This design comes from an exercise in tuning for small area on the open sky130 flow, not from production work.
In this exercise RTL edits were held to simulation tests only and were not proved equivalent to the original.
Power figures rest on the tool's default switching activity, not on a simulated workload.

`flow/flow/run.sh`:
```
#!/bin/bash
# Layout flow: the standard layout (standard.sh) with two changes.
#  1. Synthesis maps the logic with an area-oriented ABC script (flow/area.abc)
#     instead of ORFS's speed script. Everything else in synthesis is the standard flow's
#     own script (synth_recipe.tcl): same passes, same flip-flop mapping, same
#     flattening and renaming, so the registers are the standard ones.
#  2. The port buffers are sky130_fd_sc_hd__buf_1 (every input and output
#     port still gets one) instead of the delay cell buffer_ports picks.
# Each tool's output goes to a log file in this folder; ORFS's own per-step
# logs are under orfs/logs/.
set -euo pipefail
here=$(pwd)

# ORFS synth.tcl with the ABC script swapped after the preamble has set it up
orfs_synth="$FLOW_HOME/scripts/synth.tcl"
anchor='source $::env(SCRIPTS_DIR)/synth_preamble.tcl'
grep -qF "$anchor" "$orfs_synth"
awk -v anchor="$anchor" -v abc="$here/flow/area.abc" '
	{ print }
	$0 == anchor { print "lset abc_args 1 " abc }
' "$orfs_synth" > "$here/area_synth.tcl"
grep -q "lset abc_args 1 $here/flow/area.abc" "$here/area_synth.tcl"

# The standard flow's synthesis script, sourcing that copy instead of ORFS's synth.tcl
sed 's#^source $::env(SCRIPTS_DIR)/synth.tcl$#source '"$here"'/area_synth.tcl#' \
	"$here/synth_recipe.tcl" > "$here/area_synth_recipe.tcl"
grep -q "^source $here/area_synth.tcl\$" "$here/area_synth_recipe.tcl"

BUFFER_PORTS_ARGS="-buffer_cell sky130_fd_sc_hd__buf_1" \
	bash "$here/standard.sh" SYNTH_SCRIPT="$here/area_synth_recipe.tcl" finish \
	> "$here/standard_finish.log" 2>&1

test -s "$here/out/final.def"
```
`flow/flow/area.abc`:
```
&get -n
&st
&syn2
&dch
&nf -a -R 1000
&put
topo
stime -c
```
`flow/standard.sh`:
```
#!/bin/bash
# synth_recipe.tcl (not shown) runs the flow's synth.tcl, then flattens the netlist and writes it again
# the make line also repeats each setting of config.mk as NAME=value (left out here)
make -C /OpenROAD-flow-scripts/flow DESIGN_CONFIG=/design/flow/config.mk WORK_HOME=/design/flow/orfs CLKGATE_MAP_FILE= SYNTH_SCRIPT=/design/flow/synth_recipe.tcl "${@:-finish}"
```
`flow/config.mk`:
```
export PLATFORM = sky130hd
export DESIGN_NAME = chan_top
export DESIGN_NICKNAME = chan_top
export VERILOG_FILES = /design/flow/design.v
export SDC_FILE = /design/flow/constraint.sdc
export NUM_CORES = 4
export LEC_CHECK = 0
export CAP_MARGIN = 20
export CORE_MARGIN = 2
export CORE_UTILIZATION = 65
export CTS_CLUSTER_DIAMETER = 100
export CTS_CLUSTER_SIZE = 28
export PLACE_DENSITY = 0.68
export SETUP_SLACK_MARGIN = 0.05
export SLEW_MARGIN = 20
export SYNTH_HIERARCHICAL = 1
```
`flow/constraint.sdc`:
```
create_clock -name core_clock -period 5.0 [get_ports {wb_clk}]
set_input_delay 1.0000 -clock core_clock [delete_from_list [all_inputs] [get_ports {wb_clk}]]
set_output_delay 1.0000 -clock core_clock [all_outputs]
set_load 0.01 [all_outputs]
```
`flow/design.v`:
```
`default_nettype none
module chan_top (
	input  wire logic                       wb_clk,
	input  wire logic                       rst_n_i,
	input  wire logic                       reg_we_i,
	input  wire logic [4-1:0]      reg_adr_i,
	input  wire logic [16-1:0]         reg_dat_i,
	output logic [16-1:0]              reg_dat_o,
	input  wire logic                       adc_vld_i,
	input  wire logic [4*12-1:0]   adc_dat_i,
	output logic [16-1:0]              tx_dat_o,
	output logic                            tx_k_o,
	output logic                            tx_vld_o,
	input  wire logic                       tx_rdy_i
);
	function automatic logic [15:0] inc16(input logic [15:0] a, input logic ci);
		logic c;
		logic [15:0] s;
		c = ci;
		for (int i = 0; i < 16; i++) begin
			s[i] = a[i] ^ c;
			c = a[i] & c;
		end
		inc16 = s;
	endfunction
	function automatic logic [3:0] updn4(input logic [3:0] q, input logic up, input logic dn);
		logic u, d;
		logic [3:0] t;
		u = up & ~dn;
		d = dn & ~up;
		for (int i = 0; i < 4; i++) begin
			t[i] = u | d;
			u = u & q[i];
			d = d & ~q[i];
		end
		updn4 = q ^ t;
	endfunction
	function automatic logic [2:0] updn3(input logic [2:0] q, input logic up, input logic dn);
		logic u, d;
		logic [2:0] t;
		u = up & ~dn;
		d = dn & ~up;
		for (int i = 0; i < 3; i++) begin
			t[i] = u | d;
			u = u & q[i];
			d = d & ~q[i];
		end
		updn3 = q ^ t;
	endfunction
	logic [12:0]  zthr;
	logic [15:0]  sthr;
	logic [3:0]   mask;
	logic [3:0]   inv;
	logic [11:0]  pedn [4];       
	logic [4:0]   stat;
	logic [4:0]   ovf;
	logic [15:0] wdat;
	logic [7:0]  ld, ldn;
	assign wdat = reg_dat_i & {16{rst_n_i}};
	always_comb
		for (int a = 0; a < 8; a++) begin
			ld[a]  = ~rst_n_i | (reg_we_i & (reg_adr_i == 4'(a)));
			ldn[a] = ~ld[a];
		end
	logic [12:0]  zthr_d;
	logic [15:0]  sthr_d;
	logic [3:0]   mask_d, inv_d;
	logic [11:0]  pedn_d [4];
	hold_mux #(.W(13)) u_ld_zthr (.ld_i(ld[0]), .ldn_i(ldn[0]), .d_i(wdat[12:0]), .q_i(zthr), .y_o(zthr_d));
	hold_mux #(.W(16)) u_ld_sthr (.ld_i(ld[1]), .ldn_i(ldn[1]), .d_i(wdat),       .q_i(sthr), .y_o(sthr_d));
	hold_mux #(.W(4))  u_ld_mask (.ld_i(ld[2]), .ldn_i(ldn[2]), .d_i(wdat[3:0]),  .q_i(mask), .y_o(mask_d));
	hold_mux #(.W(4))  u_ld_inv  (.ld_i(ld[3]), .ldn_i(ldn[3]), .d_i(wdat[3:0]),  .q_i(inv),  .y_o(inv_d));
	for (genvar n = 0; n < 4; n++) begin : g_ped
		hold_mux #(.W(12)) u_ld_ped (.ld_i(ld[4+n]), .ldn_i(ldn[4+n]), .d_i(~wdat[11:0]), .q_i(pedn[n]), .y_o(pedn_d[n]));
	end
	always_ff @(posedge wb_clk) begin
		zthr <= zthr_d;
		sthr <= sthr_d;
		mask <= mask_d;
		inv  <= inv_d;
		for (int n = 0; n < 4; n++)
			pedn[n] <= pedn_d[n];
	end
	logic [15:0] rd_val;        
	rd_mux u_rd (
		.rst_n_i (rst_n_i),
		.adr_i   (reg_adr_i),
		.zthr_i  (zthr),
		.sthr_i  (sthr),
		.mask_i  (mask),
		.inv_i   (inv),
		.pedn0_i (pedn[0]),
		.pedn1_i (pedn[1]),
		.pedn2_i (pedn[2]),
		.pedn3_i (pedn[3]),
		.stat_i  (stat),
		.val_o   (rd_val)
	);
	always_ff @(posedge wb_clk) begin
		if (!rst_n_i)
			stat <= '0;
		else
			stat <= ((reg_adr_i == 4'd15) ? 5'd0 : stat) | ovf;
		reg_dat_o <= rd_val;
	end
	logic [15:0] sthr_nx;
	assign sthr_nx = sthr_d;
	logic       load;
	logic       tv;                 
	logic       tne_q;              
	logic [3:0] cv;                 
	logic [3:0] cpop;
	logic       tpop;
	assign load = ~tx_vld_o | tx_rdy_i;
	logic [12:0]        slot [4][8];
	logic [3:0]         cnt  [4];      
	logic [12:0]        d_q  [4];      
	logic [3:0]         en_q;          
	logic               vld_q;         
	logic [7:0]         hsel [4];      
	logic [3:0]         ne_q;          
	for (genvar c = 0; c < 4; c++) begin : g_chan
		logic [12:0] d;
		logic        gt, push, full, acc;
		ped_sub u_sub (
			.smp_i  (adc_dat_i[c*12 +: 12]),
			.pedn_i (pedn[c]),
			.inv_i  (inv[c]),
			.d_o    (d)
		);
		always_ff @(posedge wb_clk)
			d_q[c] <= d;
		gt_s13 u_gt (.a_i(d_q[c]), .b_i(zthr), .gt_o(gt));
		assign push   = en_q[c] & gt;
		assign full   = cnt[c][3];
		assign acc    = push & ~full;
		assign ovf[c] = push & full;
		assign cv[c]  = ne_q[c];
		always_ff @(posedge wb_clk) begin
			if (!rst_n_i) begin
				cnt[c]  <= '0;
				ne_q[c] <= 1'b0;
				en_q[c] <= 1'b0;
			end else begin
				en_q[c] <= adc_vld_i & mask[c];
				cnt[c]  <= updn4(cnt[c], acc, cpop[c]);
				ne_q[c] <= acc | (ne_q[c] & ~(hsel[c][0] & cpop[c]));
			end
		end
		logic [12:0] slot_d [8];
		logic        accn;
		assign accn = ~acc;
		for (genvar i = 0; i < 8; i++) begin : g_s
			hold_mux #(.W(13)) u_ld (
				.ld_i  (acc),
				.ldn_i (accn),
				.d_i   ((i == 0) ? d_q[c] : slot[c][(i == 0) ? 0 : i-1]),
				.q_i   (slot[c][i]),
				.y_o   (slot_d[i])
			);
		end
		always_ff @(posedge wb_clk)
			for (int i = 0; i < 8; i++)
				slot[c][i] <= slot_d[i];
		for (genvar i = 0; i < 8; i++) begin : g_h
			assign hsel[c][i] = (cnt[c] == 4'(i + 1));
		end
	end
	logic        cmp, trig_q, last_q;
	logic [15:0] smp_cnt;        
	sum_gt u_sum (
		.d0_i   (d_q[0]),
		.d1_i   (d_q[1]),
		.d2_i   (d_q[2]),
		.d3_i   (d_q[3]),
		.en_i   (en_q),
		.thr_i  (sthr_nx),
		.gt_o   (cmp)
	);
	always_ff @(posedge wb_clk) begin
		if (!rst_n_i) begin
			vld_q   <= 1'b0;
			trig_q  <= 1'b0;
			last_q  <= 1'b0;
			smp_cnt <= 16'hffff;
		end else begin
			vld_q   <= adc_vld_i;
			trig_q  <= vld_q & cmp & ~last_q;
			smp_cnt <= inc16(smp_cnt, vld_q);
			if (vld_q)
				last_q <= cmp;
		end
	end
	logic [15:0] tslot [4];
	logic [2:0]  tcnt;
	logic        tfull, tacc;
	assign tfull  = tcnt[2];
	assign tacc   = trig_q & ~tfull;
	assign ovf[4] = trig_q & tfull;
	assign tv     = tne_q;
	always_ff @(posedge wb_clk) begin
		if (!rst_n_i) begin
			tcnt  <= '0;
			tne_q <= 1'b0;
		end else begin
			tcnt  <= updn3(tcnt, tacc, tpop);
			tne_q <= tacc | (tne_q & ~((tcnt == 3'd1) & tpop));
		end
	end
	logic [15:0] tslot_d [4];
	logic        taccn;
	assign taccn = ~tacc;
	for (genvar i = 0; i < 4; i++) begin : g_ts
		hold_mux #(.W(16)) u_ld (
			.ld_i  (tacc),
			.ldn_i (taccn),
			.d_i   ((i == 0) ? smp_cnt : tslot[(i == 0) ? 0 : i-1]),
			.q_i   (tslot[i]),
			.y_o   (tslot_d[i])
		);
	end
	always_ff @(posedge wb_clk)
		for (int i = 0; i < 4; i++)
			tslot[i] <= tslot_d[i];
	logic [1:0] rr_q;
	logic [1:0] sel;
	logic       found;
	always_comb begin
		logic [1:0] idx;
		found = 1'b0;
		sel   = rr_q;
		for (int i = 1; i <= 4; i++) begin
			idx = rr_q + 2'(i);
			if (!found && cv[idx]) begin
				found = 1'b1;
				sel   = idx;
			end
		end
	end
	assign tpop = load & tv;
	always_comb
		for (int c = 0; c < 4; c++)
			cpop[c] = load & ~tv & found & (sel == 2'(c));
	logic [35:0] gsel;
	logic [15:0] nxt;
	always_comb begin
		for (int i = 0; i < 4; i++)
			gsel[32+i] = (tcnt == 3'(i + 1));
		for (int c = 0; c < 4; c++)
			for (int i = 0; i < 8; i++)
				gsel[c*8+i] = ~tv & (sel == 2'(c)) & hsel[c][i];
	end
	for (genvar b = 0; b < 13; b++) begin : g_nxt
		logic [35:0] src;
		for (genvar c = 0; c < 4; c++)
			for (genvar i = 0; i < 8; i++)
				assign src[c*8+i] = slot[c][i][b];
		for (genvar i = 0; i < 4; i++)
			assign src[32+i] = tslot[i][b];
		and_or36 u_ao (.d_i(src), .g_i(gsel), .y_o(nxt[b]));
	end
	always_comb begin
		nxt[15:13] = {1'b0, sel & {2{~tv}}};
		for (int i = 0; i < 4; i++)
			nxt[15:13] = nxt[15:13] | (tslot[i][15:13] & {3{gsel[32+i]}});
	end
	always_ff @(posedge wb_clk) begin
		if (!rst_n_i) begin
			tx_vld_o <= 1'b0;
			tx_k_o   <= 1'b0;
			rr_q     <= '0;
		end else if (load) begin
			tx_vld_o <= tv | found;
			tx_k_o   <= tv;
			if (!tv && found)
				rr_q <= sel;
		end
	end
	logic [15:0] tx_dat_d;
	logic        loadn;
	assign loadn = ~load;
	hold_mux #(.W(16)) u_ld_tx (.ld_i(load), .ldn_i(loadn), .d_i(nxt), .q_i(tx_dat_o), .y_o(tx_dat_d));
	always_ff @(posedge wb_clk)
		tx_dat_o <= tx_dat_d;
endmodule
`default_nettype wire
`default_nettype none
module hold_mux #(
	parameter int W = 1
) (
	input  wire logic         ld_i,
	input  wire logic         ldn_i,
	input  wire logic [W-1:0] d_i,
	input  wire logic [W-1:0] q_i,
	output logic [W-1:0]      y_o
);
	assign y_o = (d_i & {W{ld_i}}) | (q_i & {W{ldn_i}});
endmodule
module fadd (
	input  wire logic a_i,
	input  wire logic b_i,
	input  wire logic c_i,
	output logic      s_o,
	output logic      c_o
);
	assign s_o = a_i ^ b_i ^ c_i;
	assign c_o = (a_i & b_i) | (c_i & (a_i ^ b_i));
endmodule
module hadd (
	input  wire logic a_i,
	input  wire logic b_i,
	output logic      s_o,
	output logic      c_o
);
	assign s_o = a_i ^ b_i;
	assign c_o = a_i & b_i;
endmodule
module ped_sub (
	input  wire logic [11:0] smp_i,
	input  wire logic [11:0] pedn_i,
	input  wire logic        inv_i,
	output logic [12:0]      d_o
);
	logic [12:0] w;
	logic [8:0]  c0;
	logic [4:0]  c2;
	logic [3:0]  s2, p2;
	logic        k8, k12;
	assign c0[0] = ~inv_i;
	for (genvar i = 0; i < 8; i++) begin : g_lo
		fadd u_f0 (.a_i(smp_i[i]), .b_i(pedn_i[i]), .c_i(c0[i]), .s_o(w[i]), .c_o(c0[i+1]));
	end
	hadd u_h2 (.a_i(smp_i[8]), .b_i(pedn_i[8]), .s_o(s2[0]), .c_o(c2[1]));
	for (genvar i = 1; i < 4; i++) begin : g_hi
		fadd u_f2 (.a_i(smp_i[i+8]), .b_i(pedn_i[i+8]), .c_i(c2[i]), .s_o(s2[i]), .c_o(c2[i+1]));
	end
	assign c2[0] = 1'b0;
	assign p2 = {&s2[2:0], &s2[1:0], s2[0], 1'b1};
	assign k8 = c0[8];
	assign w[11:8] = s2 ^ (p2 & {4{k8}});
	assign k12 = c2[4] | (k8 & (&s2));
	assign w[12] = ~k12;
	assign d_o = w ^ {13{inv_i}};
endmodule
module gt_s13 (
	input  wire logic [12:0] a_i,
	input  wire logic [12:0] b_i,
	output logic             gt_o
);
	logic [12:0] x, y;
	logic [13:0] c;
	assign x = ~(a_i ^ 13'h1000);
	assign y = b_i ^ 13'h1000;
	assign c[0] = 1'b1;
	for (genvar i = 0; i < 13; i++) begin : g_c
		assign c[i+1] = (x[i] & y[i]) | (c[i] & (x[i] | y[i]));
	end
	assign gt_o = ~c[13];
endmodule
module sum_gt (
	input  wire logic [12:0] d0_i,
	input  wire logic [12:0] d1_i,
	input  wire logic [12:0] d2_i,
	input  wire logic [12:0] d3_i,
	input  wire logic [3:0]  en_i,
	input  wire logic [15:0] thr_i,
	output logic             gt_o
);
	logic [12:0] nd [4];
	logic [15:0] t;
	logic [12:0] s1;
	logic [13:0] c1;
	logic [13:0] s2;
	logic [13:0] c2;
	logic [13:0] s3;
	logic [14:0] c3;
	logic [14:0] c;
	logic [2:0]  top;
	assign nd[0] = ~(d0_i & {13{en_i[0]}}) ^ 13'h1000;
	assign nd[1] = ~(d1_i & {13{en_i[1]}}) ^ 13'h1000;
	assign nd[2] = ~(d2_i & {13{en_i[2]}}) ^ 13'h1000;
	assign nd[3] = ~(d3_i & {13{en_i[3]}}) ^ 13'h1000;
	assign t = thr_i ^ 16'h8000;
	assign c1[0] = 1'b1;
	assign c2[0] = 1'b1;
	assign c3[0] = 1'b1;
	for (genvar i = 0; i < 13; i++) begin : g_r
		fadd u_r1 (.a_i(nd[0][i]), .b_i(nd[1][i]), .c_i(nd[2][i]), .s_o(s1[i]), .c_o(c1[i+1]));
		fadd u_r2 (.a_i(s1[i]), .b_i(c1[i]), .c_i(nd[3][i]), .s_o(s2[i]), .c_o(c2[i+1]));
	end
	assign s2[13] = c1[13];
	for (genvar i = 0; i < 14; i++) begin : g_r3
		fadd u_r3 (.a_i(s2[i]), .b_i(c2[i]), .c_i(t[i]), .s_o(s3[i]), .c_o(c3[i+1]));
	end
	assign c[0] = 1'b1;
	for (genvar i = 0; i < 14; i++) begin : g_s
		assign c[i+1] = (s3[i] & c3[i]) | (c[i] & (s3[i] | c3[i]));
	end
	assign top = {1'b0, t[15:14]} + 3'd1 + {2'd0, c3[14]} + {2'd0, c[14]};
	assign gt_o = ~top[2];
endmodule
module rd_mux (
	input  wire logic        rst_n_i,
	input  wire logic [3:0]  adr_i,
	input  wire logic [12:0] zthr_i,
	input  wire logic [15:0] sthr_i,
	input  wire logic [3:0]  mask_i,
	input  wire logic [3:0]  inv_i,
	input  wire logic [11:0] pedn0_i,
	input  wire logic [11:0] pedn1_i,
	input  wire logic [11:0] pedn2_i,
	input  wire logic [11:0] pedn3_i,
	input  wire logic [4:0]  stat_i,
	output logic [15:0]      val_o
);
	logic [8:0] s;
	always_comb begin
		for (int k = 0; k < 8; k++)
			s[k] = rst_n_i & (adr_i == 4'(k));
		s[8] = rst_n_i & (adr_i == 4'd15);
		val_o = ({{3{zthr_i[12]}}, zthr_i} & {16{s[0]}})
		      | (sthr_i & {16{s[1]}})
		      | ({12'd0, mask_i} & {16{s[2]}})
		      | ({12'd0, inv_i} & {16{s[3]}})
		      | ({4'd0, ~pedn0_i} & {16{s[4]}})
		      | ({4'd0, ~pedn1_i} & {16{s[5]}})
		      | ({4'd0, ~pedn2_i} & {16{s[6]}})
		      | ({4'd0, ~pedn3_i} & {16{s[7]}})
		      | ({11'd0, stat_i} & {16{s[8]}});
	end
endmodule
module and_or36 (
	input  wire logic [35:0] d_i,
	input  wire logic [35:0] g_i,
	output logic             y_o
);
	logic [11:0] n;
	for (genvar i = 0; i < 12; i++) begin : g_t
		aoi3 u_t (.d_i(d_i[3*i +: 3]), .g_i(g_i[3*i +: 3]), .y_o(n[i]));
	end
	assign y_o = ~&n;
endmodule
module aoi3 (
	input  wire logic [2:0] d_i,
	input  wire logic [2:0] g_i,
	output logic            y_o
);
	assign y_o = ~|(d_i & g_i);
endmodule
`default_nettype wire
```
==> impl_metrics.py, run 1 <==
metrics = {
    "clocking": {
        "worst_setup_hold_path_clk_slew_ns": 0.12,
        "cts-root-buf": "sky130_fd_sc_hd__clkbuf_16",
        "numClockSinks": 705,
        "insertion_delay_ns": 0.63,
        "clockBufferDepth": 3,
        "cts-buffers-inserted": 29,
        "cts_hold_repair.buffers": 0,
        "cts_htree_levels": 1,
        "cts_tree": "done",
    },
    "floorplan": {
        "core_area_um2": 40900,
        "die-height_um": 208,
        "starting_density_of_the_core_pct": 65.9,
        "rows": 74,
        "ios": 107,
        "die_area_um2": 43200,
        "dieWidth_um": 208,
    },
    "yosys": {
        "synthXorXnorAreaFrac_pct": 2.14,
        "synth.mux.area_fraction_pct": 0.199,
        "yosys.area.top_type": "sky130_fd_sc_hd__dfxtp_1",
        "synth.top_cell.area_share_pct": 52.3,
        "ys_seq_area_share_pct": 52.3,
        "synth_area_um2": 27000,
        "ys_ff_latch": 705,
        "ys.flop_type": "sky130_fd_sc_hd__dfxtp_1",
        "synth_cells": 2284,
        "synth_cell_type_count": 47,
        "synthAdderAreaFrac_pct": 8.89,
        "synth-warning-count": 29,
        "yosys-top-cells-count": "705 x sky130_fd_sc_hd__dfxtp_1, 582 x sky130_fd_sc_hd__a22o_1, 159 x sky130_fd_sc_hd__a222oi_1",
        "synth_compound_gate_area_share_pct": 28.4,
        "netlist_top_cells_area": "sky130_fd_sc_hd__dfxtp_1 52%, sky130_fd_sc_hd__a22o_1 19%, sky130_fd_sc_hd__fa_1 6.2%, sky130_fd_sc_hd__a222oi_1 5.9%, sky130_fd_sc_hd__nand2_1 2.0%",
        "avgSynthCellArea_um2": 11.8,
        "synth-simple-area-share_pct": 6.90,
        "combinational_family_with_the_most_area_after_synthesis": "compound AO/OA/AOI/OAI gates",
        "share_of_async_settable_or_async_resettable_flops_after_synthesis_pct": 0,
        "synth_enable_flop_cells": 0,
        "library_cell_with_the_highest_instance_count_after_synthesis": "sky130_fd_sc_hd__dfxtp_1",
    },
    "setup_path": {
        "critPathMostFrequentCell": "sky130_fd_sc_hd__maj3_2",
        "critical_path.endpoint_type": "register",
        "critical_path_class": "register to register",
        "critical_path_start_type": "register",
        "critical_path.max_fanout": 4,
        "crit_slowest_cell": "sky130_fd_sc_hd__dfxtp_4",
        "worstPathRequired_ns": 5.51,
        "timing.critical_path.arrival_ns": 5.36,
        "cpPeakStageDelay_ns": 0.37,
    },
    "global_route": {
        "grt_antenna_before_repair": 6,
        "grt_first_pass_wirelength_um": 129000,
        "total_track_usage_pct": 39.0,
        "grt_pass1_vias": 20700,
        "total_global_routing_overflow": 0,
        "maximum_number_of_pins_on_one_net_before_global_route_repair": 106,
    },
    "placed_design": {
        "detailed_place.area_um2": 29200,
        "dp_worst_setup_slack_ns": -0.0792,
        "place_hpwl_um": 62600,
        "portBuffers": 106,
        "routability_congestion": 0.971,
    },
    "run": {
        "timing.max_cap.violations": 0,
    },
    "sta": {
        "layout_worst_path_cycle_share_pct": 96.9,
        "finalWorstSetupSlack_ns": 0.153,
        "final-setup-viol-count": 0,
        "fin_skew_ns": 0.0384,
        "grt_setup_unrepaired": "true",
        "slew_viol_final": 0,
        "transition_time_at_the_pin_with_the_least_slew_margin_ns": 1.21,
        "maxClockFrequency_mhz": 206,
        "final-hold-violation-count": 0,
        "normalized_max_slew_margin_pct": 18.8,
        "timing.final.crit_period_ns": 4.85,
    },
    "layout": {
        "multiInputGateArea_um2": 13000,
        "fill_cells": 2922,
        "ff_latch_area_um2": 14100,
        "stdcell_area_um2": 30300,
        "design.final.nets": 2719,
        "signed_area_change_from_the_synthesized_netlist_to_the_final_layout_pct": 12.4,
        "share_of_post_route_cells_with_drive_strength_above_1_pct": 9.22,
        "layout.core_utilization_pct": 74.1,
    },
    "power": {
        "power_density_nw_per_um2": 440,
        "power_switching_uw": 4250,
        "irDropWorstVdd_mv": 0.334,
        "p_clk_share_pct": 20.8,
        "combPwrFrac_pct": 17.8,
        "switching_share_pct": 31.8,
        "leakage_uw": 0.0115,
        "post-layout-total-power_uw": 13300,
        "proportion_of_power_drawn_by_flip_flops_and_latches_pct": 61.3,
        "internal-power_uw": 9090,
    },
    "routing": {
        "initial_detailed_routing_violation_count": 4082,
        "finalWirelength_um": 88500,
        "drt_pre_antenna_iters": 11,
        "antenna_left": 0,
        "final_routed_wire_length_divided_by_cell_count_um": 28.9,
        "routed_via_density": 7.27,
        "post_route_drc": 0,
        "route.vias.total": 22300,
    },
    "status": {
        "outcome": "finished clean",
    },
    "min_path": {
        "hp-class": "register to register",
    },
}
## layout make-up
class                   count  share of cell area (%)
multi-input cells        1501                    42.8
flip-flops and latches    705                    46.6
clock inverters             2                   0.128
well taps                 532                    2.20
diodes                      4                  0.0330
repair buffers            211                    4.48
inverters                  79                    1.33
clock buffers              30                    2.41
## Yosys stat by module, one instance, submodules excluded, excerpt
module    flip-flops and latches  copies in the design
fadd                           0                    84
rd_mux                         0                     1
hadd                           0                     4
and_or36                       0                    13
sum_gt                         0                     1
ped_sub                        0                     4
aoi3                           0                   156
## power groups by stage
stage / combinational, uW / sequential [uW] / clock (uW)
floorplan: 1630 / 7630 / 0
global placement: 2160 / 8150 / 0
detailed placement: 2250 / 8210 / 0
CTS: 2270 / 8090 / 2790
global route: 2600 / 8260 / 2960
finish: 2380 / 8180 / 2780
## worst max-delay path, delay by kind of cell, from the launching register on
family / cells / cell delay [ns]
AO/OA/AOI/OAI: 8 / 0.69
flip-flops: 1 / 0.37
AND/OR/NAND/NOR: 11 / 1.03
adder cells (fa/ha/maj): 8 / 2.42
buffers and inverters: 2 / 0.20
## per-layer routing
| metal | GRT usage (%) | vias up | wire, um |
|---|---|---|---|
| li1 | - | 9629 | - |
| met1 | 52.0 | 10900 | 33400 |
| met2 | 59.8 | 1464 | 39100 |
| met3 | 7.55 | 275 | 9790 |
| met4 | 22.2 | 2 | 6140 |
| met5 | 0 | - | 12 |
## state kept, by name (all words and copies together), names as in the netlist, 2 cells and up
register / flops
cnt: 16
zthr: 13
sthr: 16
tx_dat_o: 16
inv: 4
pedn: 48
tcnt: 3
tslot: 64
d_q: 52
mask: 4
rr_q: 2
stat: 5
slot: 416
en_q: 4
smp_cnt: 16
ne_q: 4
reg_dat_o: 16
## final timing paths
| kind | cells past startpoint | slack [ns] | end | from |
|---|---|---|---|---|
| max | 29 | 0.15 | cnt[0][2]$_SDFF_PN0_ | d_q[0][0]$_DFF_P_ |
| min | 1 | 0.44 | trig_q$_SDFF_PN0_ | last_q$_SDFFE_PN0P_ |
| max reg2reg | 29 | 0.15 | cnt[0][2]$_SDFF_PN0_ | d_q[0][0]$_DFF_P_ |
| min reg2reg | 1 | 0.44 | trig_q$_SDFF_PN0_ | last_q$_SDFFE_PN0P_ |
## timing repair
action,in CTS,in global routing
buffers inserted,0,14
cloned,0,3
endpoints found under the setup margin,2,434
gates resized for setup,2,59
pin swaps,0,34
## placed cells by master (no fill, tap or decap), types with 5 or more instances in the layout
cell	netlist	final
sky130_fd_sc_hd__clkinv_16	0	5
sky130_fd_sc_hd__a21boi_0	6	6
sky130_fd_sc_hd__o21ai_0	49	19
sky130_fd_sc_hd__and3_1	12	9
sky130_fd_sc_hd__nor2_2	0	8
sky130_fd_sc_hd__a21oi_1	40	37
sky130_fd_sc_hd__clkinv_1	79	72
sky130_fd_sc_hd__o21ai_1	0	23
sky130_fd_sc_hd__o22ai_1	16	16
sky130_fd_sc_hd__nor3_1	17	15
sky130_fd_sc_hd__buf_4	0	92
sky130_fd_sc_hd__or3_1	17	17
sky130_fd_sc_hd__o21ai_2	0	7
sky130_fd_sc_hd__ha_1	35	30
sky130_fd_sc_hd__and2_0	13	12
sky130_fd_sc_hd__nand2_1	141	139
sky130_fd_sc_hd__nand3_1	11	7
sky130_fd_sc_hd__o221ai_1	5	5
sky130_fd_sc_hd__xnor2_1	26	26
sky130_fd_sc_hd__xor2_1	40	40
sky130_fd_sc_hd__maj3_2	0	27
sky130_fd_sc_hd__o211ai_1	8	8
sky130_fd_sc_hd__nand4_1	40	40
sky130_fd_sc_hd__ha_4	0	5
sky130_fd_sc_hd__dfxtp_1	705	701
sky130_fd_sc_hd__a31oi_1	6	6
sky130_fd_sc_hd__a221oi_1	6	6
sky130_fd_sc_hd__a22oi_1	9	8
sky130_fd_sc_hd__a22o_1	582	582
sky130_fd_sc_hd__fa_1	84	84
sky130_fd_sc_hd__nor2b_1	13	11
sky130_fd_sc_hd__nor2_1	60	52
sky130_fd_sc_hd__nand2b_1	29	27
sky130_fd_sc_hd__clkbuf_16	0	31
sky130_fd_sc_hd__buf_1	0	105
sky130_fd_sc_hd__a222oi_1	159	159
## kinds of logic after synthesis
| kind of cell | Yosys count |
|---|---|
| adder cells (fa/ha/maj) | 147 |
| other | 1 |
| flip-flops | 705 |
| AO/OA/AOI/OAI | 902 |
| XOR/XNOR | 66 |
| buffers and inverters | 79 |
| multiplexers | 5 |
| AND/OR/NAND/NOR | 379 |
## metrics by stage
stage / hold WS [ns] / std cells / setup TNS, ns
2_1_floorplan: 0.390 / 2285 / -2.49
5_1_grt: 0.453 / 3060 / -0.731
3_3_place_gp: 0.403 / 3010 / 0
4_1_cts: 0.449 / 3042 / 0
6_report: 0.443 / 3064 / 0
3_5_place_dp: 0.434 / 3010 / -0.181
==> run 2, diff against run 1 <==
==> flow/flow/area.abc (replaced) <==
strash
dc2
dch
amap
topo
stime -c
==> run 2 against run 1 <==
  * Final area down 0.94%
  * Critical path type unchanged
  * Critical path depth fell by 10
  * Register-to-register slack improved by 0.14 ns
  * Power decreased by 0.54%
  * Maximum frequency increased by 2.9%
  * Utilization decreased by 0.86 points
  * Sequential share of layout area increased by 0.47 points
  * First-iteration DRC count shrank 18%
  * Synthesized area grew 0.50%
  * Clock skew down 0.0060 ns
==> impl_metrics.py, run 2 <==
metrics = {
    "status": {
        "outcome": "finished clean",
    },
    "layout": {
        "signed_area_change_from_the_synthesized_netlist_to_the_final_layout_pct": 10.7,
        "largest_register_ffs": 416,
        "most-common-layout-cells": "695 x sky130_fd_sc_hd__dfxtp_1, 581 x sky130_fd_sc_hd__a22o_1, 175 x sky130_fd_sc_hd__nand2_1",
        "stdcell_area_um2": 30000,
        "layout_top_registers": "slot: 416 flops, tslot: 64 flops, d_q: 52 flops",
        "share_of_post_route_cells_with_drive_strength_above_1_pct": 7.23,
        "multiInputGateArea_um2": 12600,
        "layout.core_utilization_pct": 73.2,
        "top_register": "slot",
        "ff_latch_area_um2": 14100,
        "design.final.nets": 2861,
        "final_cell_count_no_fill": 3202,
        "commonest_non_fill_non_tap_cell_in_the_layout": "sky130_fd_sc_hd__dfxtp_1",
        "fill_cells": 2999,
    },
    "yosys": {
        "library_cell_with_the_highest_instance_count_after_synthesis": "sky130_fd_sc_hd__dfxtp_1",
        "ys_seq_area_share_pct": 52.0,
        "avgSynthCellArea_um2": 11.2,
        "synth_area_um2": 27100,
        "synth-warning-count": 29,
        "synth_enable_flop_cells": 0,
        "synthAdderAreaFrac_pct": 7.82,
        "yosys-top-cells-count": "705 x sky130_fd_sc_hd__dfxtp_1, 581 x sky130_fd_sc_hd__a22o_1, 176 x sky130_fd_sc_hd__nand2_1",
        "synth_cell_type_count": 40,
        "synth-simple-area-share_pct": 7.59,
        "combinational_family_with_the_most_area_after_synthesis": "compound AO/OA/AOI/OAI gates",
        "synth.mux.area_fraction_pct": 0,
        "synthXorXnorAreaFrac_pct": 0.129,
        "ys.flop_type": "sky130_fd_sc_hd__dfxtp_1",
        "synth_compound_gate_area_share_pct": 30.4,
        "ys_ff_latch": 705,
        "synth_cells": 2415,
        "yosys.area.top_type": "sky130_fd_sc_hd__dfxtp_1",
        "netlist_top_cells_area": "sky130_fd_sc_hd__dfxtp_1 52%, sky130_fd_sc_hd__a22o_1 19%, sky130_fd_sc_hd__fa_1 6.2%, sky130_fd_sc_hd__a222oi_1 6.0%, sky130_fd_sc_hd__nand2_1 2.4%",
        "synth.top_cell.area_share_pct": 52.0,
        "share_of_async_settable_or_async_resettable_flops_after_synthesis_pct": 0,
    },
    "sta": {
        "layout_worst_path_cycle_share_pct": 94.2,
        "normalized_max_slew_margin_pct": 16.7,
        "timing.final.crit_period_ns": 4.71,
        "final-setup-viol-count": 0,
        "slew_viol_final": 0,
        "grt_setup_unrepaired": "false",
        "transition_time_at_the_pin_with_the_least_slew_margin_ns": 1.25,
        "fin_skew_ns": 0.0324,
        "maxClockFrequency_mhz": 212,
        "final-hold-violation-count": 0,
    },
    "min_path": {
        "hold_start": "last_q$_SDFFE_PN0P_",
        "timing.hold.worst_path_depth": 1,
        "hp-class": "register to register",
        "holdPathEnd": "trig_q$_SDFF_PN0_",
    },
    "setup_path": {
        "family_with_the_most_delay_on_the_worst_path": "simple AND/OR/NAND/NOR gates",
        "cpPeakStageDelay_ns": 0.53,
        "critical_path.max_fanout": 13,
        "worstPathRequired_ns": 5.58,
        "critical_path.cell_chain": "clkinv_1 > o22ai_2 > clkinv_1 > o22ai_1 > nor2_1 > nand2_1 > clkinv_1 > nor2_1 > nor2_1 > a21oi_2 > clkinv_1 > or3_1 > or3_1 > nor2_1 > buf_4 > a222oi_1 > nand4_1 > or3_1 > a22o_1",
        "ff2ff_path_depth": 19,
        "critical_path_class": "register to register",
        "critical_path.endpoint_type": "register",
        "timing.rr.start": "rr_q[0]$_SDFFE_PN0P_",
        "cp_num_buf_inv": 5,
        "crit_slowest_cell": "sky130_fd_sc_hd__dfxtp_1",
        "timing.critical_path.arrival_ns": 5.29,
        "setup.worst_path.start": "rr_q[0]$_SDFFE_PN0P_",
        "crit-reg2reg-capture": "tx_dat_o[0]$_DFF_P_",
        "critical_path_start_type": "register",
        "reg_to_reg_slack_setup_ns": 0.29,
    },
    "placed_design": {
        "detailed_place.area_um2": 29200,
        "portBuffers": 106,
        "routability_congestion": 0.995,
        "placed_cells": 3170,
        "place_hpwl_um": 61400,
    },
    "floorplan": {
        "dieWidth_um": 208,
        "starting_density_of_the_core_pct": 66.1,
        "die_area_um2": 43400,
        "core_area_um2": 41000,
        "die-height_um": 208,
        "rows": 74,
        "ios": 107,
    },
    "power": {
        "internal-power_uw": 9110,
        "p_clk_share_pct": 21.0,
        "proportion_of_power_drawn_by_flip_flops_and_latches_pct": 59.9,
        "power_switching_uw": 4160,
        "switching_share_pct": 31.4,
        "power_density_nw_per_um2": 442,
        "irDropWorstVdd_mv": 0.334,
        "leakage_uw": 0.0113,
        "combPwrFrac_pct": 19.2,
    },
    "clocking": {
        "cts_tree": "done",
        "insertion_delay_ns": 0.64,
        "cts_hold_repair.buffers": 0,
        "clockBufferDepth": 3,
        "cts_htree_levels": 1,
        "cts_post_setup_buffers_inserted": 0,
        "cts-buffers-inserted": 29,
        "worst_setup_hold_path_clk_slew_ns": 0.11,
        "cts-root-buf": "sky130_fd_sc_hd__clkbuf_16",
        "cts_resized": 0,
        "numClockSinks": 705,
    },
    "routing": {
        "antenna_left": 0,
        "drt_pre_antenna_iters": 9,
        "post_route_drc": 0,
        "route.vias.total": 22900,
        "routed_via_density": 7.15,
        "final_routed_wire_length_divided_by_cell_count_um": 26.7,
        "finalWirelength_um": 85500,
        "initial_detailed_routing_violation_count": 3343,
    },
    "global_route": {
        "total_global_routing_overflow": 0,
        "grt_antenna_before_repair": 0,
        "maximum_number_of_pins_on_one_net_before_global_route_repair": 105,
        "total_track_usage_pct": 38.8,
        "grt_pass1_vias": 22000,
        "grt_first_pass_wirelength_um": 131000,
    },
    "run": {
        "timing.max_cap.violations": 0,
    },
}
-- run 2: cell count changes after synthesis, moves of 26 or more --
cell / change
sky130_fd_sc_hd__maj3_1: -28
sky130_fd_sc_hd__nand2b_1: -27
sky130_fd_sc_hd__nand2_1: +35
sky130_fd_sc_hd__nor2_1: +76
sky130_fd_sc_hd__clkinv_1: +64
sky130_fd_sc_hd__xor2_1: -36
sky130_fd_sc_hd__xnor2_1: -26
-- run 2: per-layer routing --
metal  part of all wire, %  track usage (%)  vias to the layer above  wire (um)
met4                   7.3             23.7                        0       6280
met2                    44             60.6                     1353      38000
met3                   9.3             6.14                      263       7990
met1                    39             51.0                    11200      33300
li1                      -                -                    10100          -
met5                     0                0                        -          0
-- run 2: power by group through the flow --
| stage | registers, uW | logic [uW] | clock network [uW] |
|---|---|---|---|
| after floorplan | 7530 | 1750 | 0 |
| after global placement | 7950 | 2390 | 0 |
| after detailed placement | 8000 | 2490 | 0 |
| after CTS | 7880 | 2500 | 2800 |
| after global routing | 8040 | 2760 | 2980 |
| final | 7940 | 2540 | 2780 |
-- run 2: cells by family after synthesis --
logic type | count (synthesis)
AND/OR/NAND/NOR | 458
XOR/XNOR | 4
adder cells (fa/ha/maj) | 119
other | 1
buffers and inverters | 143
flip-flops | 705
AO/OA/AOI/OAI | 985
-- run 2: per-stage QoR --
step / setup slack (ns) / hold WS [ns] / total power (uW) / TNS, ns
global route: 0.0175 / 0.430 / 13800 / 0
floorplan: -1.39 / 0.399 / 9280 / -324.70
finish: 0.288 / 0.408 / 13300 / 0
detailed placement: -0.190 / 0.416 / 10500 / -1.27
CTS: 0.162 / 0.417 / 13200 / 0
global placement: -0.102 / 0.407 / 10300 / -0.254
-- run 2: worst max path at each step --
| stage | endpoint | cells after the start |
|---|---|---|
| 2_1_floorplan | last_q$_SDFFE_PN0P_ | 23 |
| 3_3_place_gp | last_q$_SDFFE_PN0P_ | 24 |
| 3_5_place_dp | d_q[3][12]$_DFF_P_ | 15 |
| 4_1_cts | last_q$_SDFFE_PN0P_ | 22 |
| 5_1_grt | tx_dat_o[0]$_DFF_P_ | 19 |
| 6_report | tx_dat_o[0]$_DFF_P_ | 19 |
-- run 2: final cells by class --
cell class,instances,share of cell area (%)
Multi-Input combinational cell,1568,42.0
Tap cell,532,2.22
Antenna cell,1,0.00833
Clock buffer,29,2.42
Inverter,143,1.82
Timing Repair Buffer,222,4.35
Sequential cell,705,47.1
Clock inverter,2,0.167
-- run 2: per-module statistics from Yosys (local to each module, per instance), a selection --
module | cells inside | copies in the design | flops+latches | cell area, um^2
ped_sub | 36 | 4 | 0 | 170
sum_gt | 81 | 1 | 0 | 380
rd_mux | 92 | 1 | 0 | 522
hadd | 1 | 4 | 0 | 12.5
fadd | 1 | 84 | 0 | 20.0
chan_top | 1069 | 1 | 705 | 16100
aoi3 | 1 | 156 | 0 | 10.0
and_or36 | 4 | 13 | 0 | 25.0
==> run 3, diff against run 2 <==
==> flow/flow/area.abc (replaced) <==
strash
dch
amap
topo
stime -c
==> run 3 against run 2 <==
  * Highest routed layer unchanged
  * Synthesized cell count rose by 0.83%
  * Sequential share of layout area decreased by 0.092 points
  * Still clean
  * Power up 0.15%
  * First-iteration DRC count rose by 11%
  * Sequential power down 0.9%
==> impl_metrics.py, run 3 <==
metrics = {
    "status": {
        "outcome": "finished clean",
    },
    "setup_path": {
        "critical_path.max_fanout": 6,
        "ff2ff_path_depth": 30,
        "crit_slowest_cell": "sky130_fd_sc_hd__fa_2",
        "reg_to_reg_slack_setup_ns": 0.28,
        "cpPeakStageDelay_ns": 0.63,
        "crit-reg2reg-capture": "last_q$_SDFFE_PN0P_",
        "timing.critical_path.arrival_ns": 5.22,
        "timing.rr.start": "en_q[0]$_SDFF_PN0_",
        "worstPathRequired_ns": 5.50,
        "critical_path_start_type": "register",
        "critical_path.endpoint_type": "register",
        "critical_path_class": "register to register",
    },
    "routing": {
        "routed_via_density": 6.94,
        "drt_pre_antenna_iters": 8,
        "route.vias.total": 22300,
        "final_routed_wire_length_divided_by_cell_count_um": 24.0,
        "initial_detailed_routing_violation_count": 3699,
        "antenna_left": 0,
        "post_route_drc": 0,
        "finalWirelength_um": 77200,
    },
    "sta": {
        "final-setup-viol-count": 0,
        "final-hold-violation-count": 0,
        "fin_skew_ns": 0.0324,
        "transition_time_at_the_pin_with_the_least_slew_margin_ns": 1.14,
        "normalized_max_slew_margin_pct": 23.6,
        "slew_viol_final": 0,
        "timing.final.crit_period_ns": 4.72,
        "layout_worst_path_cycle_share_pct": 94.4,
        "hold_ws_ns": 0.444,
        "maxClockFrequency_mhz": 212,
        "grt_setup_unrepaired": "true",
    },
    "yosys": {
        "synth_cells": 2435,
        "synth_cell_type_count": 35,
        "yosys-top-cells-count": "705 x sky130_fd_sc_hd__dfxtp_1, 581 x sky130_fd_sc_hd__a22o_1, 166 x sky130_fd_sc_hd__nor2_1",
        "share_of_async_settable_or_async_resettable_flops_after_synthesis_pct": 0,
        "synth.top_cell.area_share_pct": 52.0,
        "ys_seq_area_share_pct": 52.0,
        "synth-warning-count": 29,
        "ys_ff_latch": 705,
        "avgSynthCellArea_um2": 11.1,
        "synth_area_um2": 27100,
        "netlist_top_cells_area": "sky130_fd_sc_hd__dfxtp_1 52%, sky130_fd_sc_hd__a22o_1 19%, sky130_fd_sc_hd__fa_1 6.2%, sky130_fd_sc_hd__a222oi_1 5.8%, sky130_fd_sc_hd__nor2_1 2.3%",
        "ys.flop_type": "sky130_fd_sc_hd__dfxtp_1",
        "synth_enable_flop_cells": 0,
        "library_cell_with_the_highest_instance_count_after_synthesis": "sky130_fd_sc_hd__dfxtp_1",
        "yosys.area.top_type": "sky130_fd_sc_hd__dfxtp_1",
    },
    "clocking": {
        "numClockSinks": 705,
        "insertion_delay_ns": 0.63,
        "cts_htree_levels": 1,
        "cts_hold_repair.buffers": 0,
        "worst_setup_hold_path_clk_slew_ns": 0.11,
        "clockBufferDepth": 3,
        "cts-buffers-inserted": 29,
        "cts_tree": "done",
        "cts-root-buf": "sky130_fd_sc_hd__clkbuf_16",
    },
    "run": {
        "timing.max_cap.violations": 0,
    },
    "placed_design": {
        "routability_congestion": 0.973,
        "place_hpwl_um": 55000,
        "placed_cells": 3185,
        "portBuffers": 106,
    },
    "global_route": {
        "total_global_routing_overflow": 0,
        "total_track_usage_pct": 34.3,
        "maximum_number_of_pins_on_one_net_before_global_route_repair": 106,
        "grt_pass1_vias": 20600,
        "grt_antenna_before_repair": 1,
        "grt_first_pass_wirelength_um": 118000,
    },
    "min_path": {
        "holdPathEnd": "trig_q$_SDFF_PN0_",
        "hp-class": "register to register",
        "timing.hold.worst_path_depth": 1,
        "hold_start": "last_q$_SDFFE_PN0P_",
    },
    "floorplan": {
        "die_area_um2": 43400,
        "starting_density_of_the_core_pct": 66.2,
        "dieWidth_um": 208,
        "rows": 74,
        "die-height_um": 208,
        "ios": 107,
        "core_area_um2": 41000,
    },
    "layout": {
        "fill_cells": 2965,
        "commonest_non_fill_non_tap_cell_in_the_layout": "sky130_fd_sc_hd__dfxtp_1",
        "design.final.nets": 2876,
        "largest_register_ffs": 416,
        "top_register": "slot",
        "most-common-layout-cells": "690 x sky130_fd_sc_hd__dfxtp_1, 581 x sky130_fd_sc_hd__a22o_1, 159 x sky130_fd_sc_hd__nor2_1",
        "final_cell_count_no_fill": 3217,
        "signed_area_change_from_the_synthesized_netlist_to_the_final_layout_pct": 10.9,
        "share_of_post_route_cells_with_drive_strength_above_1_pct": 7.79,
        "layout_top_registers": "slot: 416 flops, tslot: 64 flops, d_q: 52 flops",
        "layout.core_utilization_pct": 73.4,
    },
    "power": {
        "leakage_uw": 0.0113,
        "irDropWorstVdd_mv": 0.355,
        "power_density_nw_per_um2": 442,
        "post-layout-total-power_uw": 13300,
    },
}
==> run 3: metrics by stage <==
| stage | setup slack [ns] | setup TNS [ns] | instance area (um^2) |
|---|---|---|---|
| 2_1_floorplan | -1.94 | -577.21 | 27200 |
| 3_3_place_gp | -0.635 | -1.26 | 29200 |
| 3_5_place_dp | -0.619 | -1.58 | 29200 |
| 4_1_cts | 0.0622 | 0 | 30000 |
| 5_1_grt | -0.0895 | -0.174 | 30100 |
| 6_report | 0.278 | 0 | 30100 |
==> run 3: per-layer routing <==
| layer | part of all wire [%] | GRT usage (%) | vias to the layer above |
|---|---|---|---|
| met1 | 43 | 49.8 | 10900 |
| met5 | 0 | 0 | - |
| met2 | 43 | 50.9 | 1117 |
| li1 | - | - | 10200 |
| met4 | 5.4 | 16.5 | 0 |
| met3 | 8.5 | 4.44 | 189 |
==> run 3: cell families after synthesis <==
kind of cell	count (synthesis)	synth area share [%]
compound gates	1016	30.7
fa+ha+maj	119	7.81
buf+inv	146	2.02
flops	705	52.0
other cells	1	0.0138
simple gates	448	7.41
==> run 3: power by group <==
part	internal, uW	switching (uW)	total (uW)
logic	1370	1280	2650
registers	6750	1120	7870
clock network	1060	1710	2770
total	9180	4110	13300
==> run 3: layout make-up <==
class | instances | area, um^2 | area share (%)
sequential | 705 | 14100 | 47.0
multi-input combinational | 1585 | 12700 | 42.2
timing repair buffer | 217 | 1280 | 4.27
clock buffer | 29 | 726 | 2.41
tap | 532 | 666 | 2.21
inverter | 146 | 556 | 1.85
clock inverter | 2 | 38.8 | 0.129
antenna | 1 | 2.50 | 0.00832
==> run 3: Yosys stat by module (local to each module, per instance), excerpt <==
module / cells inside / area, um^2 / times used / flops+latches
chan_top: 1062 / 16000 / 1 / 705
rd_mux: 103 / 542 / 1 / 0
sum_gt: 89 / 400 / 1 / 0
gt_s13: 39 / 191 / 4 / 0
ped_sub: 37 / 170 / 4 / 0
and_or36: 4 / 25.0 / 13 / 0
fadd: 1 / 20.0 / 84 / 0
hadd: 1 / 12.5 / 4 / 0
aoi3: 1 / 10.0 / 156 / 0
==> run 3: what timing repair did <==
| action | in CTS | in global routing |
|---|---|---|
| resized for setup | 3 | 27 |
| pin swaps | 1 | 24 |
| setup endpoints to repair | 2 | 119 |
| buffers inserted | 0 | 0 |
==> run 3: worst max-delay path by stage <==
stage | start | endpoint | slack (ns)
global placement | reg_adr_i[3] | last_q$_SDFFE_PN0P_ | -0.64
floorplan | d_q[3][0]$_DFF_P_ | cnt[3][3]$_SDFF_PN0_ | -1.94
global route | en_q[1]$_SDFF_PN0_ | trig_q$_SDFF_PN0_ | -0.09
CTS | en_q[1]$_SDFF_PN0_ | last_q$_SDFFE_PN0P_ | 0.06
detailed placement | reg_adr_i[3] | last_q$_SDFFE_PN0P_ | -0.62
finish | en_q[0]$_SDFF_PN0_ | last_q$_SDFFE_PN0P_ | 0.28
==> run 3: critical path: cells and delay by family, from the launching register on <==
| kind | cells | cell delay (ns) |
|---|---|---|
| buffers and inverters | 3 | 0.30 |
| and+or+nand+nor | 9 | 0.58 |
| AOI/OAI and AO/OA | 13 | 1.34 |
| adders and majority gates | 5 | 2.01 |
| DFF | 1 | 0.38 |
==> run 4, diff against run 3 <==
==> flow/flow/area.abc (replaced) <==
strash
ifraig
dc2
dch -f
amap
topo
stime -c
==> run 4 against run 3 <==
  * Combinational power hardly changed
  * Power rose by 1.1%
  * Sequential power up 2%
  * Routed wire length up 9.9%
  * Worst hold slack worse by 0.013 ns
  * Flip-flop and latch count unchanged
  * Clock power up 1%
  * Setup slack worse by 0.056 ns
  * Synthesized cell count down 1.2%
  * Clock skew rose by 0.0046 ns
  * Maximum frequency decreased by 1.2%
==> impl_metrics.py, run 4 <==
metrics = {
    "layout": {
        "stdcell_area_um2": 30000,
        "largest_register_ffs": 416,
        "share_of_post_route_cells_with_drive_strength_above_1_pct": 6.80,
        "most-common-layout-cells": "691 x sky130_fd_sc_hd__dfxtp_1, 581 x sky130_fd_sc_hd__a22o_1, 176 x sky130_fd_sc_hd__nand2_1",
        "design.final.nets": 2837,
        "layout_top_registers": "slot: 416 flops, tslot: 64 flops, d_q: 52 flops",
        "commonest_non_fill_non_tap_cell_in_the_layout": "sky130_fd_sc_hd__dfxtp_1",
        "signed_area_change_from_the_synthesized_netlist_to_the_final_layout_pct": 10.5,
        "top_register": "slot",
        "layout.core_utilization_pct": 73.0,
        "ff_latch_area_um2": 14100,
        "multiInputGateArea_um2": 12600,
        "fill_cells": 3010,
        "diodes": 0,
    },
    "yosys": {
        "synth.mux.area_fraction_pct": 0,
        "ys_seq_area_share_pct": 52.1,
        "avgSynthCellArea_um2": 11.3,
        "synthXorXnorAreaFrac_pct": 0,
        "synth.top_cell.area_share_pct": 52.1,
        "synth_area_um2": 27100,
        "synth-warning-count": 29,
        "ys_ff_latch": 705,
        "synth_enable_flop_cells": 0,
        "synth-simple-area-share_pct": 7.62,
        "synth_cells": 2405,
        "yosys.area.top_type": "sky130_fd_sc_hd__dfxtp_1",
        "synthAdderAreaFrac_pct": 7.82,
        "ys.flop_type": "sky130_fd_sc_hd__dfxtp_1",
        "yosys-top-cells-count": "705 x sky130_fd_sc_hd__dfxtp_1, 581 x sky130_fd_sc_hd__a22o_1, 177 x sky130_fd_sc_hd__nand2_1",
        "netlist_top_cells_area": "sky130_fd_sc_hd__dfxtp_1 52%, sky130_fd_sc_hd__a22o_1 19%, sky130_fd_sc_hd__fa_1 6.2%, sky130_fd_sc_hd__a222oi_1 5.9%, sky130_fd_sc_hd__nand2_1 2.5%",
        "combinational_family_with_the_most_area_after_synthesis": "compound AO/OA/AOI/OAI gates",
        "library_cell_with_the_highest_instance_count_after_synthesis": "sky130_fd_sc_hd__dfxtp_1",
        "share_of_async_settable_or_async_resettable_flops_after_synthesis_pct": 0,
        "synth_cell_type_count": 39,
        "synth_compound_gate_area_share_pct": 30.6,
    },
    "placed_design": {
        "dp_worst_setup_slack_ns": -0.261,
        "place_hpwl_um": 60400,
        "portBuffers": 106,
        "routability_congestion": 0.957,
        "detailed_place.area_um2": 29100,
    },
    "global_route": {
        "grt_first_pass_wirelength_um": 129000,
        "maximum_number_of_pins_on_one_net_before_global_route_repair": 107,
        "grt_antenna_before_repair": 1,
        "grt_pass1_vias": 21900,
        "total_track_usage_pct": 38.5,
        "total_global_routing_overflow": 0,
    },
    "clocking": {
        "cts_htree_levels": 1,
        "cts-buffers-inserted": 29,
        "cts_post_setup_buffers_inserted": 0,
        "cts-root-buf": "sky130_fd_sc_hd__clkbuf_16",
        "clockBufferDepth": 3,
        "cts_tree": "done",
        "numClockSinks": 705,
        "insertion_delay_ns": 0.65,
        "worst_setup_hold_path_clk_slew_ns": 0.11,
    },
    "power": {
        "combPwrFrac_pct": 19.6,
        "proportion_of_power_drawn_by_flip_flops_and_latches_pct": 59.6,
        "irDropWorstVdd_mv": 0.387,
        "power_switching_uw": 4250,
        "switching_share_pct": 31.7,
        "power_density_nw_per_um2": 449,
        "p_clk_share_pct": 20.9,
        "post-layout-total-power_uw": 13400,
        "internal-power_uw": 9180,
        "leakage_uw": 0.0112,
    },
    "sta": {
        "final-hold-violation-count": 0,
        "maxClockFrequency_mhz": 209,
        "finalWorstSetupSlack_ns": 0.222,
        "hold_ws_ns": 0.431,
        "timing.final.crit_period_ns": 4.78,
        "transition_time_at_the_pin_with_the_least_slew_margin_ns": 1.19,
        "fin_skew_ns": 0.0370,
        "layout_worst_path_cycle_share_pct": 95.6,
        "final-setup-viol-count": 0,
        "grt_setup_unrepaired": "false",
        "normalized_max_slew_margin_pct": 20.3,
        "slew_viol_final": 0,
    },
    "routing": {
        "post_route_drc": 0,
        "antenna_left": 0,
        "route.vias.total": 22800,
        "initial_detailed_routing_violation_count": 3288,
        "final_routed_wire_length_divided_by_cell_count_um": 26.7,
        "finalWirelength_um": 84900,
        "drt_pre_antenna_iters": 10,
        "routed_via_density": 7.18,
    },
    "setup_path": {
        "crit-reg2reg-capture": "d_q[3][11]$_DFF_P_",
        "critical_path.cell_chain": "clkinv_1 > fa_1 > fa_1 > fa_1 > fa_1 > fa_1 > fa_1 > fa_1 > fa_1 > and3_1 > nand2_1 > nor2_1 > a21oi_1 > o21ai_0",
        "reg_to_reg_slack_setup_ns": 0.22,
        "critPathMostFrequentCell": "sky130_fd_sc_hd__fa_1",
        "critical_path.endpoint_type": "register",
        "critical_path_start_type": "register",
        "critical_path_class": "register to register",
        "family_with_the_most_delay_on_the_worst_path": "adder cells",
        "ff2ff_path_depth": 14,
        "timing.critical_path.arrival_ns": 5.31,
        "cpPeakStageDelay_ns": 0.57,
        "critical_path.max_fanout": 7,
        "cp_num_buf_inv": 1,
        "timing.rr.start": "inv[3]$_DFF_P_",
        "crit_slowest_cell": "sky130_fd_sc_hd__dfxtp_1",
        "worstPathRequired_ns": 5.53,
    },
    "floorplan": {
        "core_area_um2": 41000,
        "ios": 107,
        "dieWidth_um": 208,
        "die_area_um2": 43300,
        "starting_density_of_the_core_pct": 66.1,
        "die-height_um": 208,
        "rows": 74,
    },
    "min_path": {
        "timing.hold.worst_path_depth": 1,
        "hold_start": "last_q$_SDFFE_PN0P_",
        "holdPathEnd": "trig_q$_SDFF_PN0_",
        "hp-class": "register to register",
    },
    "status": {
        "outcome": "finished clean",
    },
    "run": {
        "timing.max_cap.violations": 0,
    },
}
-- run 4: changes by cell type after synthesis, sizes merged, moves of 7 or more --
cell and delta:
o21ai +30, o221ai +9, a211oi -8, a221oi +9, a21boi -9, a31oi +7
nor2 -47, nand2 +40, o22ai -16, a21oi -59, clkinv -8
-- run 4: worst max-delay path by stage --
stage	start	endpoint	slack (ns)	cells after the start
2_1_floorplan	d_q[2][2]$_DFF_P_	cnt[2][3]$_SDFF_PN0_	-1.43	22
3_3_place_gp	reg_adr_i[2]	last_q$_SDFFE_PN0P_	-0.24	24
3_5_place_dp	reg_adr_i[2]	last_q$_SDFFE_PN0P_	-0.26	24
4_1_cts	en_q[0]$_SDFF_PN0_	trig_q$_SDFF_PN0_	0.05	21
5_1_grt	d_q[0][4]$_DFF_P_	last_q$_SDFFE_PN0P_	0.03	22
6_report	inv[3]$_DFF_P_	d_q[3][11]$_DFF_P_	0.22	14
-- run 4: timing repair --
item / CTS / global route
setup endpoints to repair: 0 / 3
endpoints found under the hold margin: 0 / 0
hold buffers: 0 / 0
gates resized for setup: 0 / 13
-- run 4: cell type report --
class | count | area share (%)
repair buffers | 208 | 4.10
flip-flops and latches | 705 | 47.2
multi-input cells | 1563 | 42.1
clock inverters | 2 | 0.167
well taps | 532 | 2.22
inverters | 138 | 1.76
clock buffers | 30 | 2.44
-- run 4: metrics by stage --
step	instances	setup TNS (ns)
4_1_cts	3177	0
3_3_place_gp	3144	-0.707
3_5_place_dp	3145	-1.99
6_report	3178	0
5_1_grt	3178	0
2_1_floorplan	2406	-334.43
-- run 4: cells by family (layout without fill, tap and decap cells) --
logic type,count (synthesis),in the layout
compound gates,987,987
fa+ha+maj,119,119
buf+inv,138,378
flops,705,705
other cells,1,2
simple gates,455,455
-- run 4: power by group through the flow --
| stage | Sequential, uW | Clock (uW) | Combinational (uW) |
|---|---|---|---|
| global route | 8100 | 3000 | 2870 |
| floorplan | 7600 | 0 | 1810 |
| finish | 8000 | 2810 | 2630 |
| CTS | 7940 | 2810 | 2580 |
| detailed placement | 8070 | 0 | 2560 |
| global placement | 8000 | 0 | 2460 |
-- run 4: per-module statistics from Yosys (local to each module, per instance), a selection --
module,area (um^2),cells inside,flip-flops and latches,times used
aoi3,10.0,1,0,156
rd_mux,561,94,0,1
fadd,20.0,1,0,84
ped_sub,170,37,0,4
sum_gt,380,81,0,1
and_or36,25.0,4,0,13
chan_top,16000,1053,705,1
gt_s13,194,38,0,4
-- run 4: metal layers --
| metal | track usage [%] | part of all wire [%] |
|---|---|---|
| met5 | 0 | 0 |
| met4 | 25.4 | 7.7 |
| met3 | 5.21 | 9.2 |
| met2 | 59.9 | 45 |
| met1 | 50.6 | 39 |
==> run 5, diff against run 4 <==
--- a/flow/config.mk
+++ b/flow/config.mk
@@ -9,7 +9,7 @@
 export CORE_MARGIN = 2
 export CORE_UTILIZATION = 65
 export CTS_CLUSTER_DIAMETER = 100
-export CTS_CLUSTER_SIZE = 28
+export CTS_CLUSTER_SIZE = 30
 export PLACE_DENSITY = 0.68
 export SETUP_SLACK_MARGIN = 0.05
 export SLEW_MARGIN = 20
==> run 5 against run 4 <==
  * Critical endpoint unchanged
  * First-iteration DRC count grew 0.12%
  * Sequential share of layout area grew 0.056 points
  * Final area is essentially flat
  * Die area is the same
  * Worst hold slack lost 0.00050 ns
  * Count of clock-buffer cells in the layout shrank 2
  * Maximum frequency grew 0.19%
  * Still clean
  * Synthesized area is the same
  * Clock skew shrank 0.021 ns
==> impl_metrics.py, run 5 <==
metrics = {
    "global_route": {
        "total_track_usage_pct": 38.3,
        "grt_antenna_before_repair": 0,
        "total_global_routing_overflow": 0,
        "grt_pass1_vias": 21900,
        "maximum_number_of_pins_on_one_net_before_global_route_repair": 107,
        "grt_first_pass_wirelength_um": 129000,
    },
    "power": {
        "combPwrFrac_pct": 19.7,
        "power_switching_uw": 4190,
        "leakage_uw": 0.0112,
        "proportion_of_power_drawn_by_flip_flops_and_latches_pct": 60.0,
        "irDropWorstVdd_mv": 0.278,
        "post-layout-total-power_uw": 13300,
        "internal-power_uw": 9160,
        "p_clk_share_pct": 20.3,
        "switching_share_pct": 31.4,
        "power_density_nw_per_um2": 446,
    },
    "setup_path": {
        "cpPeakStageDelay_ns": 0.56,
        "timing.critical_path.arrival_ns": 5.27,
        "crit_slowest_cell": "sky130_fd_sc_hd__dfxtp_1",
        "critical_path.cell_chain": "clkinv_1 > fa_1 > fa_1 > fa_1 > fa_1 > fa_1 > fa_1 > fa_1 > fa_1 > and3_1 > nand2_1 > nor2_1 > a21oi_1 > o21ai_0",
        "critical_path.endpoint_type": "register",
        "critical_path_class": "register to register",
        "critPathMostFrequentCell": "sky130_fd_sc_hd__fa_1",
        "family_with_the_most_delay_on_the_worst_path": "adder cells",
        "cp_num_buf_inv": 1,
        "critical_path_start_type": "register",
        "critical_path.max_fanout": 7,
        "worstPathRequired_ns": 5.50,
    },
    "min_path": {
        "hp-class": "register to register",
    },
    "routing": {
        "drt_pre_antenna_iters": 13,
        "antenna_left": 0,
        "post_route_drc": 0,
        "initial_detailed_routing_violation_count": 3292,
        "final_routed_wire_length_divided_by_cell_count_um": 26.7,
        "route.vias.total": 22700,
        "finalWirelength_um": 84800,
        "routed_via_density": 7.14,
    },
    "yosys": {
        "synth_compound_gate_area_share_pct": 30.6,
        "library_cell_with_the_highest_instance_count_after_synthesis": "sky130_fd_sc_hd__dfxtp_1",
        "ys_seq_area_share_pct": 52.1,
        "netlist_top_cells_area": "sky130_fd_sc_hd__dfxtp_1 52%, sky130_fd_sc_hd__a22o_1 19%, sky130_fd_sc_hd__fa_1 6.2%, sky130_fd_sc_hd__a222oi_1 5.9%, sky130_fd_sc_hd__nand2_1 2.5%",
        "avgSynthCellArea_um2": 11.3,
        "combinational_family_with_the_most_area_after_synthesis": "compound AO/OA/AOI/OAI gates",
        "synth.top_cell.area_share_pct": 52.1,
        "yosys-top-cells-count": "705 x sky130_fd_sc_hd__dfxtp_1, 581 x sky130_fd_sc_hd__a22o_1, 177 x sky130_fd_sc_hd__nand2_1",
        "synth-simple-area-share_pct": 7.62,
        "synth_enable_flop_cells": 0,
        "synth-warning-count": 29,
        "share_of_async_settable_or_async_resettable_flops_after_synthesis_pct": 0,
        "ys.flop_type": "sky130_fd_sc_hd__dfxtp_1",
        "synth_cells": 2405,
        "yosys.area.top_type": "sky130_fd_sc_hd__dfxtp_1",
        "synth_area_um2": 27100,
        "synthAdderAreaFrac_pct": 7.82,
        "synth.mux.area_fraction_pct": 0,
        "synthXorXnorAreaFrac_pct": 0,
        "synth_cell_type_count": 39,
        "ys_ff_latch": 705,
    },
    "sta": {
        "layout_worst_path_cycle_share_pct": 95.4,
        "maxClockFrequency_mhz": 210,
        "normalized_max_slew_margin_pct": 19.4,
        "hold_ws_ns": 0.430,
        "grt_setup_unrepaired": "false",
        "final-setup-viol-count": 0,
        "sum_of_negative_setup_slack_ns": 0,
        "slew_viol_final": 0,
        "finalWorstSetupSlack_ns": 0.231,
        "fin_skew_ns": 0.0159,
        "transition_time_at_the_pin_with_the_least_slew_margin_ns": 1.20,
        "final-hold-violation-count": 0,
        "timing.final.crit_period_ns": 4.77,
    },
    "floorplan": {
        "dieWidth_um": 208,
        "rows": 74,
        "starting_density_of_the_core_pct": 66.1,
        "die-height_um": 208,
        "ios": 107,
        "die_area_um2": 43300,
        "core_area_um2": 41000,
    },
    "placed_design": {
        "portBuffers": 106,
        "routability_congestion": 0.957,
        "dp_worst_setup_slack_ns": -0.261,
        "place_hpwl_um": 60400,
        "detailed_place.area_um2": 29100,
    },
    "clocking": {
        "cts-root-buf": "sky130_fd_sc_hd__clkbuf_16",
        "numClockSinks": 705,
        "cts_hold_repair.buffers": 0,
        "cts_resized": 0,
        "cts_htree_levels": 1,
        "insertion_delay_ns": 0.61,
        "cts_tree": "done",
        "worst_setup_hold_path_clk_slew_ns": 0.12,
        "cts_post_setup_buffers_inserted": 0,
        "clockBufferDepth": 3,
        "cts-buffers-inserted": 27,
    },
    "layout": {
        "diodes": 0,
        "commonest_non_fill_non_tap_cell_in_the_layout": "sky130_fd_sc_hd__dfxtp_1",
        "top_register": "slot",
        "signed_area_change_from_the_synthesized_netlist_to_the_final_layout_pct": 10.4,
        "stdcell_area_um2": 29900,
        "share_of_post_route_cells_with_drive_strength_above_1_pct": 6.76,
        "design.final.nets": 2837,
        "fill_cells": 3012,
        "largest_register_ffs": 416,
        "layout_top_registers": "slot: 416 flops, tslot: 64 flops, d_q: 52 flops",
        "most-common-layout-cells": "691 x sky130_fd_sc_hd__dfxtp_1, 581 x sky130_fd_sc_hd__a22o_1, 176 x sky130_fd_sc_hd__nand2_1",
        "multiInputGateArea_um2": 12600,
        "ff_latch_area_um2": 14100,
    },
    "run": {
        "timing.max_cap.violations": 0,
    },
    "status": {
        "outcome": "finished clean",
    },
}
## run 5: worst paths after layout
kind / startpoint / to / slack [ns] / cells past startpoint
worst max-delay path: inv[3]$_DFF_P_ / d_q[3][11]$_DFF_P_ / 0.23 / 14
worst min-delay path: last_q$_SDFFE_PN0P_ / trig_q$_SDFF_PN0_ / 0.43 / 1
worst min register to register: last_q$_SDFFE_PN0P_ / trig_q$_SDFF_PN0_ / 0.43 / 1
worst max register to register: inv[3]$_DFF_P_ / d_q[3][11]$_DFF_P_ / 0.23 / 14
## run 5: cells by family after synthesis
logic type | after synthesis
buffers and inverters | 138
AOI/OAI and AO/OA | 987
DFF | 705
and+or+nand+nor | 455
other | 1
adders and majority gates | 119
## run 5: per-stage QoR
stage	std cells	utilization [%]
floorplan	2406	-
CTS	3175	72.7
global placement	3144	70.9
detailed placement	3145	71.0
global route	3178	73.0
finish	3178	73.0
## run 5: Yosys stat by module (local to each module, per instance), a selection
module    area [um^2]  cells  flops+latches
and_or36         25.0      4              0
aoi3             10.0      1              0
chan_top        16000   1053            705
fadd             20.0      1              0
gt_s13            194     38              0
hadd             12.5      1              0
ped_sub           170     37              0
rd_mux            561     94              0
sum_gt            380     81              0
## run 5: power groups by stage
| stage | Combinational (uW) | Clock, uW | Sequential (uW) |
|---|---|---|---|
| finish | 2630 | 2710 | 8000 |
| global route | 2870 | 2920 | 8100 |
| CTS | 2580 | 2730 | 7940 |
| detailed placement | 2560 | 0 | 8070 |
| global placement | 2460 | 0 | 8000 |
| floorplan | 1810 | 0 | 7600 |
## run 5: final cells by class
type | count | share of cell area (%)
clock buffers | 28 | 2.27
clock inverters | 2 | 0.138
inverters | 138 | 1.76
multi-input cells | 1563 | 42.2
flip-flops and latches | 705 | 47.2
well taps | 532 | 2.22
repair buffers | 210 | 4.21
## run 5: routing by layer
layer  up-vias  GRT usage (%)  part of all wire, %
li1      10100              -                    -
met1     11100           50.2                   39
met2      1307           59.7                   44
met3       244           5.16                  8.8
met4         0           25.8                  7.4
met5         -              0                    0

==> re-timing with driven ports <==
In the flow no input, the clock included, has a driving cell. The finished layouts below were timed again as built, in two steps. Step 1 (the two cells are an assumption about what drives the block):
set clk [get_ports {wb_clk}]
set_driving_cell -lib_cell sky130_fd_sc_hd__clkbuf_16 $clk
set_driving_cell -lib_cell sky130_fd_sc_hd__buf_2 [delete_from_list [all_inputs] $clk]
Step 2 times the ports against the registers' clock, not the clock port: input delays grow and output delays shrink by t, the midpoint of the rising clock arrivals with the driver on. a / b / c = ideal / step 1 / step 2; a / b = the first two.
run | shift t [ns] | setup slack, ns | worst setup path at the end | cell pins on the clock port's net
run 1 | 0.674 | 0.153 / 0.153 / -0.079 | input to register | 1
run 2 | 0.690 | 0.288 / 0.288 / -0.284 | input to register | 1
run 3 | 0.672 | 0.278 / 0.278 / -0.287 | input to register | 1
run 4 | 0.697 | 0.222 / 0.222 / -0.206 | input to register | 1
run 5 | 0.661 | 0.231 / 0.231 / -0.201 | input to register | 1
With both steps, setup timing fails in every run listed, where it was met with ideal ports. The setup slack of run 2, which loses most, moves by 0.000 ns with the drivers and by -0.572 ns with both steps.
